Context: an optimization exercise on an open-source flow, tuned for small area, a short achievable clock period and few clock cycles per item. The choices shown serve that exercise and are no tape-out recipe.
Only simulation tests tie the RTL to the original design; equivalence was not proved.
Power and IR drop assume default switching activity.

== run a ==
// matvec3
module matvec3 (
    input  logic                     clk,
    input  logic                     reset,
    input  logic                     input_valid,
    output logic                     input_ready,
    input  matvec_dims_pkg::sample_t input_data,
    output logic                     output_valid,
    input  logic                     output_ready,
    output matvec_dims_pkg::acc_t    output_data
);
Size: roughly 1400 cells after synthesis, about 310 flip-flops.
export LEC_CHECK = 0
export ABC_CLOCK_PERIOD_IN_PS = 3000
export CAP_MARGIN = 20
export CORE_MARGIN = 2
export CORE_UTILIZATION = 40
export SLEW_MARGIN = 20
create_clock -name core_clock -period 8.5 [get_ports {clk}]
run.sh (not shown) runs the stock make flow with config.mk's settings and CLKGATE_MAP_FILE= SYNTH_SCRIPT=/design/flow/synth_recipe.tcl, a recipe that flattens the netlist after the stock synthesis.
Run a: flow completed, timing, DRC and antenna clean
Testbench counts of run a, summed over its fixed seeds: cycles 4,696, jobs 384.
The inputs of run b differ from those of run a as listed below.
- ABC_CLOCK_PERIOD_IN_PS removed (was 3000)
- SETUP_SLACK_MARGIN newly set to 5
Notes after the runs:
- Going from run a to run b, setup slack +0.30 ns, met1 routed wirelength after detailed routing +0.69%, arrival time at the worst endpoint -0.30 ns, first-pass GRT wire length ~0 delta.
- When the final numbers for run a and run b were put side by side, the worst max-slew margin expressed relative to the limit turned out to be smaller in run a.
- From run a to run b the numbers moved as follows: detailed-route via count higher; leakage power summed over all cells higher.
- As of run b, amount of wire on met3 after detailed routing had risen slightly compared to run a.

---

matvec3, a different RTL version from the one above (not shown whole).
Size in the first run: about 1400 cells after synthesis, ~300 flip-flops, about 15000 um^2 of cells after synthesis.
make LEC_CHECK=0 CAP_MARGIN=20 CORE_MARGIN=2 CORE_UTILIZATION=40 CTS_BUF_LIST=sky130_fd_sc_hd__clkbuf_4 CTS_CLUSTER_SIZE=10 SETUP_SLACK_MARGIN=5 SLEW_MARGIN=20 finish   # period 8.5 ns
Testbench counts at the start, summed over its fixed seeds: cycles 4,688, jobs 384.
==> next run, changes <==
==> flow/flow/run.sh (new file) <==
#!/bin/bash
# The standard layout, with plain buffers (not delay cells) on the ports and
# timing repair aimed below the clock period.
set -euo pipefail
bash standard.sh BUFFER_PORTS_ARGS="-buffer_cell sky130_fd_sc_hd__buf_2" SETUP_SLACK_MARGIN=5.4 finish > flow_make.log 2>&1
==> flow/standard.sh (new file) <==
#!/bin/bash
# synth_recipe.tcl (not shown) runs the flow's synth.tcl, then flattens the netlist and writes it again
# the make line also repeats each setting of config.mk as NAME=value (left out here)
make -C /OpenROAD-flow-scripts/flow DESIGN_CONFIG=/design/flow/config.mk WORK_HOME=/design/flow/orfs CLKGATE_MAP_FILE= SYNTH_SCRIPT=/design/flow/synth_recipe.tcl "${@:-finish}"
Settings changed: CORE_UTILIZATION 40 to 60, CTS_BUF_LIST sky130_fd_sc_hd__clkbuf_4 to sky130_fd_sc_hd__clkbuf_8, CTS_CLUSTER_DIAMETER set to 55, CTS_CLUSTER_SIZE 10 to 18.
removed: flow/run.sh
The changed run finished clean.
First-iteration DRC count increases by about a fifth.
Routed wire length decreases by a few percent.
Setup slack gains 0.33 ns.
Final cell count decreases by roughly a tenth.

---

nickel:
matvec3 again, from the RTL that the note above started with.
clock: 8.5 ns
lec_check: 0
cap_margin: 20
core_margin: 2
core_utilization: 40
cts_buf_list: sky130_fd_sc_hd__clkbuf_4
cts_cluster_size: 40
setup_slack_margin: 5
slew_margin: 20
Stock flow here: none of the scripts above is used.
Testbench counts of nickel, summed over its fixed seeds: cycles 4,688, jobs 384.
What ember does differently from nickel at the input level:
Settings: swapping 40 for 16 in CTS_CLUSTER_SIZE; swapping sky130_fd_sc_hd__clkbuf_4 for sky130_fd_sc_hd__clkbuf_8 in CTS_BUF_LIST; putting CTS_CLUSTER_DIAMETER at 50 where nothing was set; swapping 40 for 60 in CORE_UTILIZATION.
==> flow/flow/run.sh (new file) <==
#!/bin/bash
# The standard layout, with plain buffers (not delay cells) on the ports and
# timing repair aimed below the clock period.
set -euo pipefail
bash standard.sh BUFFER_PORTS_ARGS="-buffer_cell sky130_fd_sc_hd__buf_2" SETUP_SLACK_MARGIN=5.45 finish > flow_make.log 2>&1
==> flow/standard.sh (new file) <==
#!/bin/bash
# synth_recipe.tcl (not shown) runs the flow's synth.tcl, then flattens the netlist and writes it again
# the make line also repeats each setting of config.mk as NAME=value (left out here)
make -C /OpenROAD-flow-scripts/flow DESIGN_CONFIG=/design/flow/config.mk WORK_HOME=/design/flow/orfs CLKGATE_MAP_FILE= SYNTH_SCRIPT=/design/flow/synth_recipe.tcl "${@:-finish}"
removed: flow/run.sh
- ember vs. nickel: net switching power of the design decreased 12%, global-route met2 utilization moved up, met3 wirelength from detailed routing down about 8%.
- Relative to nickel, the cell area measured on ember has decreased by a few percent.
- Clock network latency to the later pin of the worst-skew pair down 0.15 ns in ember wrt nickel
- The lower worst hold slack came out of nickel.
- First-iteration DRC count (ember / nickel): 1.17
- The floorplan row count of ember is lower than that of nickel.
### ember -> fjord
Settings: changing CORE_UTILIZATION from 60 to 40.
-- flow/flow/run.sh --
<<< ember, line 5
bash standard.sh BUFFER_PORTS_ARGS="-buffer_cell sky130_fd_sc_hd__buf_2" SETUP_SLACK_MARGIN=5.45 finish > flow_make.log 2>&1
>>> fjord, line 5
bash standard.sh BUFFER_PORTS_ARGS="-buffer_cell sky130_fd_sc_hd__buf_2" SETUP_SLACK_MARGIN=5.5 finish > flow_make.log 2>&1
## What came out
fjord finished end to end and its layout was clean on timing, DRC and antenna. The setup slack of fjord is larger than that of ember. For the core occupancy in the finished layout, fjord came in 21 points lower than ember did. Going from ember to fjord, post-detailed-routing wire length grew by a few percent. Between fjord and ember, the proportion of cell area spent on the clock network is higher for fjord. Die: fjord bigger than ember. Going from ember to fjord, final cell count without fillers moved up; fmax essentially unchanged. Re area occupied by multi-input gates: ember was lower than fjord. Taking ember as the reference, in fjord final critical-path share of the clock period closely matched the old numbers, final instance area increased by 4.0% relative to the old numbers.
#### Input delta (tundra over fjord)
==> flow/flow/run.sh <==
#!/bin/bash
# The standard layout, with plain buffers (not delay cells) on the ports.
set -euo pipefail
bash standard.sh BUFFER_PORTS_ARGS="-buffer_cell sky130_fd_sc_hd__buf_2" finish > flow_make.log 2>&1
==> comparison <==
- tundra went all the way through synthesis, placement and routing and the layout is clean on timing, DRC and antenna.
- Final instance area ends up higher on fjord.
- Detailed placement HPWL: tundra worse than fjord
- fjord → tundra: final number of max-transition violations was more or less identical; count of vias placed by the detailed router went down by 1.9%; setup slack went down by 0.37 ns; portion of total power attributed to the clock network was more or less identical.
- Measured against each other, fjord and tundra differ in number of signal-net buffers in the layout, the higher figure coming from fjord.
- Against fjord, worst vdd rail ir drop in tundra fell by more than 10%.
- Sort fjord and tundra by final routed wire length divided by cell count, ascending, and tundra comes first.
- The fraction of power consumed by combinational cells reported for tundra is smaller than that of fjord by 0.6 points.
Changes in cedar relative to tundra:
Settings: setting PLACE_DENSITY to 0.75 for the first time; changing CORE_UTILIZATION from 40 to 60.
==> flow/flow/run.sh <==
#!/bin/bash
# The standard layout, with plain buffers (not delay cells) on the ports and
# timing repair aimed below the clock period.
set -euo pipefail
bash standard.sh BUFFER_PORTS_ARGS="-buffer_cell sky130_fd_sc_hd__buf_2" SETUP_SLACK_MARGIN=5.4 finish > flow_make.log 2>&1
==> results.txt <==
Looking at total of clock buffers placed in the layout across cedar and tundra, the one that comes out higher is tundra. Endpoint required time on the critical path ends up higher on tundra. Compare cedar and tundra | clock network contribution to total cell area lower: cedar. Fraction of final layout cells with drive strength greater than 1: cedar > tundra. Total routing usage reported by global routing: cedar higher than tundra. Relative to tundra, worst hold slack decreased by 0.017 ns in cedar.

---

onyx:
matvec3 again, from the RTL that the note above started with.
==> flow/design.v (excerpt) <==
module matvec3 (
    input  logic                     clk,
    input  logic                     reset,
    input  logic                     input_valid,
    output logic                     input_ready,
    input  matvec_dims_pkg::sample_t input_data,
    output logic                     output_valid,
    input  logic                     output_ready,
    output matvec_dims_pkg::acc_t    output_data
);
    typedef matvec_dims_pkg::sample_t sample_t;
    typedef matvec_dims_pkg::acc_t    acc_t;
    logic [3:0]  ph;
    sample_t     ring [0:11];
    logic [3:0]  lp;             
    logic        ahead;          
    logic [1:0]  cr, ck;         
    logic [3:0]  cp;             
    logic        due;            
    logic [2:0]  xv;             
    logic        ready_q;
    logic [6:0]  one_q, two_q, neg_q;    
    logic        m_v, m_first, m_last;
    acc_t        acc_s, acc_c;   
    acc_t        sum_s, sum_c;
    logic        acc_done;       
    acc_t        out_q;
    logic        out_v;
    logic        in_fire;
    logic        issue;
    logic        transfer;
    assign input_ready  = ready_q;
    assign output_valid = out_v;
    assign output_data  = out_q;
    assign in_fire  = input_valid && ready_q;
    assign transfer = acc_done && !out_v;
    assign issue = due && xv[ck] && ((ck != 2'd0) || !out_v);
    logic [3:0] ph_n;
    logic [1:0] cr_i, ck_i;
    logic [3:0] cp_i;
    logic       last_p;          
    logic [3:0] lp_inc;
    logic       due_i, due_ni;
    logic       rdy_f_i, rdy_f_ni, rdy_nf_i, rdy_nf_ni;
    function automatic logic slot_free(input logic ahd, input logic [3:0] w, input logic [3:0] c);
        if (!ahd)
  ...
==> flow/config.mk <==
export PLATFORM = sky130hd
export DESIGN_NAME = matvec3
export DESIGN_NICKNAME = matvec3
export VERILOG_FILES = /design/flow/design.v
export SDC_FILE = /design/flow/constraint.sdc
export NUM_CORES = 4
export LEC_CHECK = 0
export CAP_MARGIN = 20
export CORE_MARGIN = 2
export CORE_UTILIZATION = 40
export CTS_BUF_LIST = sky130_fd_sc_hd__clkbuf_8
export CTS_CLUSTER_DIAMETER = 50
export CTS_CLUSTER_SIZE = 16
export SETUP_SLACK_MARGIN = 5
export SLEW_MARGIN = 20
==> flow/constraint.sdc <==
create_clock -name core_clock -period 8.5 [get_ports {clk}]
set_input_delay 1.7000 -clock core_clock [delete_from_list [all_inputs] [get_ports {clk}]]
set_output_delay 1.7000 -clock core_clock [all_outputs]
set_load 0.01 [all_outputs]
standard.sh (not shown) runs the stock make flow with config.mk's settings and CLKGATE_MAP_FILE= SYNTH_SCRIPT=/design/flow/synth_recipe.tcl, a recipe that flattens the netlist after the stock synthesis.
==> flow/flow/run.sh <==
#!/bin/bash
# The standard layout, with plain buffers (not delay cells) on the ports and
# timing repair aimed below the clock period.
set -euo pipefail
bash standard.sh BUFFER_PORTS_ARGS="-buffer_cell sky130_fd_sc_hd__buf_2" SETUP_SLACK_MARGIN=5.8 finish > flow_make.log 2>&1
onyx ended with every stage complete and zero timing, DRC or antenna violations.
Testbench counts of onyx, summed over its fixed seeds: cycles 4,688, jobs 384.
Modified inputs, amber compared to onyx
- CTS_BUF_LIST removed (was sky130_fd_sc_hd__clkbuf_8)
- CTS_CLUSTER_SIZE changed from 16 to 60
- CORE_UTILIZATION changed from 40 to 60
- CTS_CLUSTER_DIAMETER removed (was 50)
==> flow/run.sh (new file) <==
#!/bin/bash
# synth_recipe.tcl (not shown) runs the flow's synth.tcl, then flattens the netlist and writes it again
# the make line also repeats each setting of config.mk as NAME=value (left out here)
make -C /OpenROAD-flow-scripts/flow DESIGN_CONFIG=/design/flow/config.mk WORK_HOME=/design/flow/orfs CLKGATE_MAP_FILE= SYNTH_SCRIPT=/design/flow/synth_recipe.tcl finish
removed: flow/flow/run.sh
removed: flow/standard.sh
==> results.txt <==
Of the two values seen for cell with the biggest individual delay on the critical path, sky130_fd_sc_hd__dfxtp_1 was produced by amber and sky130_fd_sc_hd__fa_2 by onyx.
Higher cell area among amber and onyx: onyx
Summary: first-pass GRT wire length, amber better than onyx
Compared with onyx, amber shows a area enclosed by the die boundary that is about 33% lower.
Looking at detailed placer's ending HPWL, amber sits 3.1% lower than onyx does.
Timing, DRC, antenna: 0 failures across amber and onyx
Input-level comparison between raven and amber:
- swapping 60 for 20 in CTS_CLUSTER_SIZE
- putting CTS_BUF_LIST at sky130_fd_sc_hd__clkbuf_8 where nothing was set
- swapping 60 for 40 in CORE_UTILIZATION
- putting CTS_CLUSTER_DIAMETER at 60 where nothing was set
[summary]
No run among raven and amber stopped early or left any final violation; all are clean.
Comparing leakage dissipation for raven and amber, the smaller number came from raven.
Sort raven and amber by clock slew seen by the registers of the worst setup and hold paths, descending, and raven comes first.
In the reports for raven and amber, the larger number of search-and-repair iterations in the first detailed-routing pass belongs to raven.
Summary — sum of routed wire length over all layers, raven relative to amber: higher, by 410 µm.
raven ends up with higher share of layout cells above drive strength 1 than amber does.
Largest clock skew in the final design in raven is 0.050 ns above amber.
--- input diff raven..garnet ---
- CTS_CLUSTER_DIAMETER now 50, was 60
- CTS_CLUSTER_SIZE now 16, was 20
- CORE_UTILIZATION now 55, was 40
==> flow/flow/run.sh (new file) <==
#!/bin/bash
# The standard layout, with plain buffers (not delay cells) on the ports and
# timing repair aimed below the clock period.
set -euo pipefail
bash standard.sh BUFFER_PORTS_ARGS="-buffer_cell sky130_fd_sc_hd__buf_2" SETUP_SLACK_MARGIN=5.4 finish > flow_make.log 2>&1
==> flow/standard.sh (new file) <==
#!/bin/bash
# synth_recipe.tcl (not shown) runs the flow's synth.tcl, then flattens the netlist and writes it again
# the make line also repeats each setting of config.mk as NAME=value (left out here)
make -C /OpenROAD-flow-scripts/flow DESIGN_CONFIG=/design/flow/config.mk WORK_HOME=/design/flow/orfs CLKGATE_MAP_FILE= SYNTH_SCRIPT=/design/flow/synth_recipe.tcl "${@:-finish}"
removed: flow/run.sh
[summary]
Clock latency of the later-clocked register in the worst-skew pair essentially unchanged between raven and garnet.
Delta (garnet minus raven): detailed placement HPWL down 1.4%; post-cts resize count went up 37; post-layout total power increased by about 5% relative to the old numbers; worst setup slack +0.37 ns.

---

exp/xenon:
Starting RTL as in the previous note.
make LEC_CHECK=0 CAP_MARGIN=20 CORE_MARGIN=2 CORE_UTILIZATION=40 CTS_BUF_LIST=sky130_fd_sc_hd__clkbuf_16 CTS_CLUSTER_DIAMETER=60 CTS_CLUSTER_SIZE=24 SETUP_SLACK_MARGIN=5 SLEW_MARGIN=20 finish   # period 8.5 ns
run.sh (not shown) runs the stock make flow with config.mk's settings and CLKGATE_MAP_FILE= SYNTH_SCRIPT=/design/flow/synth_recipe.tcl, a recipe that flattens the netlist after the stock synthesis.
Stock flow here: none of the scripts above is used.
Testbench counts of exp/xenon, summed over its fixed seeds: cycles 4,688, jobs 384.
#### Input delta (exp/juniper over exp/xenon)
# exp/xenon
export LEC_CHECK = 0
export CAP_MARGIN = 20
export CORE_MARGIN = 2
export CORE_UTILIZATION = 40
export CTS_BUF_LIST = sky130_fd_sc_hd__clkbuf_16
export CTS_CLUSTER_DIAMETER = 60
export CTS_CLUSTER_SIZE = 24
export SETUP_SLACK_MARGIN = 5
export SLEW_MARGIN = 20
create_clock -name core_clock -period 8.5 [get_ports {clk}]
# exp/juniper
export LEC_CHECK = 0
export CAP_MARGIN = 20
export CORE_MARGIN = 2
export CORE_UTILIZATION = 60
export CTS_BUF_LIST = sky130_fd_sc_hd__clkbuf_8
export CTS_CLUSTER_DIAMETER = 50
export CTS_CLUSTER_SIZE = 16
export SETUP_SLACK_MARGIN = 5
export SLEW_MARGIN = 20
create_clock -name core_clock -period 8.5 [get_ports {clk}]
==> flow/flow/run.sh (new file) <==
#!/bin/bash
# The standard layout, with plain buffers (not delay cells) on the ports and
# timing repair aimed below the clock period.
set -euo pipefail
bash standard.sh BUFFER_PORTS_ARGS="-buffer_cell sky130_fd_sc_hd__buf_2" SETUP_SLACK_MARGIN=5.4 finish > flow_make.log 2>&1
==> flow/standard.sh (new file) <==
#!/bin/bash
# synth_recipe.tcl (not shown) runs the flow's synth.tcl, then flattens the netlist and writes it again
# the make line also repeats each setting of config.mk as NAME=value (left out here)
make -C /OpenROAD-flow-scripts/flow DESIGN_CONFIG=/design/flow/config.mk WORK_HOME=/design/flow/orfs CLKGATE_MAP_FILE= SYNTH_SCRIPT=/design/flow/synth_recipe.tcl "${@:-finish}"
removed: flow/run.sh
Findings:
[compare] base=exp/xenon new=exp/juniper: total leakage power barely changed, overflow left after global routing has remained practically unchanged.
exp/juniper vs. exp/xenon: switching power total went down by 0.041 mW.
On total via count in the routed design: between exp/juniper and exp/xenon, it ends up lower for exp/juniper.
Between exp/xenon and exp/juniper, the number of enable flip-flop cells after synthesis does not differ in any meaningful way.
> inputs changed (exp/juniper -> exp/indigo)
# exp/juniper
export LEC_CHECK = 0
export CAP_MARGIN = 20
export CORE_MARGIN = 2
export CORE_UTILIZATION = 60
export CTS_BUF_LIST = sky130_fd_sc_hd__clkbuf_8
export CTS_CLUSTER_DIAMETER = 50
export CTS_CLUSTER_SIZE = 16
export SETUP_SLACK_MARGIN = 5
export SLEW_MARGIN = 20
create_clock -name core_clock -period 8.5 [get_ports {clk}]
# exp/indigo
export LEC_CHECK = 0
export CAP_MARGIN = 20
export CORE_MARGIN = 2
export CORE_UTILIZATION = 70
export CTS_BUF_LIST = sky130_fd_sc_hd__clkbuf_8
export CTS_CLUSTER_DIAMETER = 50
export CTS_CLUSTER_SIZE = 16
export PLACE_DENSITY = 0.8
export SETUP_SLACK_MARGIN = 5
export SLEW_MARGIN = 20
create_clock -name core_clock -period 8.5 [get_ports {clk}]
Findings:
Inserted tap cell count delta for exp/indigo relative to exp/juniper: 49 lower
Layout net count: exp/indigo vs exp/juniper, no meaningful difference
Combinational gate power: exp/indigo vs exp/juniper up about 4%
--- input diff exp/indigo..exp/harbor ---
# exp/indigo
export LEC_CHECK = 0
export CAP_MARGIN = 20
export CORE_MARGIN = 2
export CORE_UTILIZATION = 70
export CTS_BUF_LIST = sky130_fd_sc_hd__clkbuf_8
export CTS_CLUSTER_DIAMETER = 50
export CTS_CLUSTER_SIZE = 16
export PLACE_DENSITY = 0.8
export SETUP_SLACK_MARGIN = 5
export SLEW_MARGIN = 20
create_clock -name core_clock -period 8.5 [get_ports {clk}]
# exp/harbor
export LEC_CHECK = 0
export CAP_MARGIN = 20
export CORE_MARGIN = 2
export CORE_UTILIZATION = 40
export CTS_BUF_LIST = sky130_fd_sc_hd__clkbuf_8 sky130_fd_sc_hd__clkbuf_16
export CTS_CLUSTER_DIAMETER = 60
export CTS_CLUSTER_SIZE = 20
export SETUP_SLACK_MARGIN = 5
export SLEW_MARGIN = 20
create_clock -name core_clock -period 8.5 [get_ports {clk}]
==> flow/run.sh (new file) <==
#!/bin/bash
# synth_recipe.tcl (not shown) runs the flow's synth.tcl, then flattens the netlist and writes it again
# the make line also repeats each setting of config.mk as NAME=value (left out here)
make -C /OpenROAD-flow-scripts/flow DESIGN_CONFIG=/design/flow/config.mk WORK_HOME=/design/flow/orfs CLKGATE_MAP_FILE= SYNTH_SCRIPT=/design/flow/synth_recipe.tcl finish
removed: flow/flow/run.sh
removed: flow/standard.sh
Notes after the runs:
exp/harbor closes out successfully: all stages finished, all timing, DRC and antenna checks passed. Compared exp/harbor vs exp/indigo, and required arrival time at the worst endpoint is down in exp/harbor. [exp/harbor] non-clock buffer count fell about 18% relative to exp/indigo. Of exp/indigo and exp/harbor, the lower combinational group share of total power belongs to exp/harbor. Going from exp/indigo to exp/harbor, cell count up 184; register-to-register slack down 0.36 ns. Compared exp/harbor against exp/indigo; sequential power within noise. When exp/harbor is measured against exp/indigo, its total via count in the routed design turns out 172 lower. Static leakage power delta (exp/harbor -> exp/indigo): insignificant. Diff exp/harbor..exp/indigo | post-synthesis share of cell area spent on full adders, half adders and majority gates | unchanged.

afterwards: timing with drivers on the ports:
In the flow no input, the clock included, has a driving cell. The finished layouts below were timed again as built, in two steps. Step 1 assumes that a clkbuf_16 drives the clock port and a buf_2 every other input. Step 2 also shifts input and output timing later by t, the mid clock arrival at the registers, as if the neighbouring blocks saw the same clock. a / b / c = no drivers / after step 1 / after step 2; a / b = the first two.
run	shift t [ns]	setup slack, ns	worst hold slack (ns)	worst register clock-pin slew, ns
run a	0.568	4.840 / 4.840 / 4.840	0.318 / 0.318 / 0.318	0.06 / 0.06
run b	0.564	5.142 / 5.124 / 5.035	0.319 / 0.319 / 0.319	0.06 / 0.06
the first run of note 2	0.754	5.133 / 5.101 / 4.671	0.280 / 0.280 / 0.280	0.07 / 0.07
the second run of note 2	0.624	5.461 / 5.461 / 5.070	0.329 / 0.329 / 0.329	0.11 / 0.11
nickel	0.750	5.110 / 5.100 / 4.680	0.292 / 0.292 / 0.292	0.07 / 0.07
ember	0.621	5.505 / 5.505 / 5.132	0.320 / 0.320 / 0.320	0.10 / 0.10
fjord	0.587	5.511 / 5.511 / 5.401	0.317 / 0.317 / 0.317	0.09 / 0.09
tundra	0.646	5.140 / 5.140 / 5.052	0.322 / 0.322 / 0.322	0.09 / 0.09
cedar	0.624	5.462 / 5.462 / 5.023	0.305 / 0.305 / 0.305	0.09 / 0.09
onyx	0.625	5.588 / 5.588 / 5.421	0.324 / 0.324 / 0.324	0.10 / 0.10
amber	0.606	5.129 / 5.129 / 4.737	0.317 / 0.317 / 0.317	0.07 / 0.07
raven	0.613	5.095 / 5.095 / 4.724	0.321 / 0.321 / 0.321	0.12 / 0.12
garnet	0.637	5.465 / 5.423 / 5.114	0.324 / 0.324 / 0.324	0.09 / 0.09
exp/xenon	0.579	5.070 / 5.018 / 4.701	0.321 / 0.321 / 0.321	0.09 / 0.09
exp/juniper	0.631	5.477 / 5.477 / 5.063	0.323 / 0.323 / 0.323	0.09 / 0.09
exp/indigo	0.611	5.457 / 5.457 / 4.992	0.324 / 0.324 / 0.324	0.09 / 0.09
exp/harbor	0.587	5.093 / 5.093 / 4.713	0.322 / 0.322 / 0.322	0.08 / 0.08
After both steps setup and hold are still met in every run listed. The setup slack of exp/indigo, which loses most, moves by 0.000 ns with the drivers and by -0.465 ns with both steps.
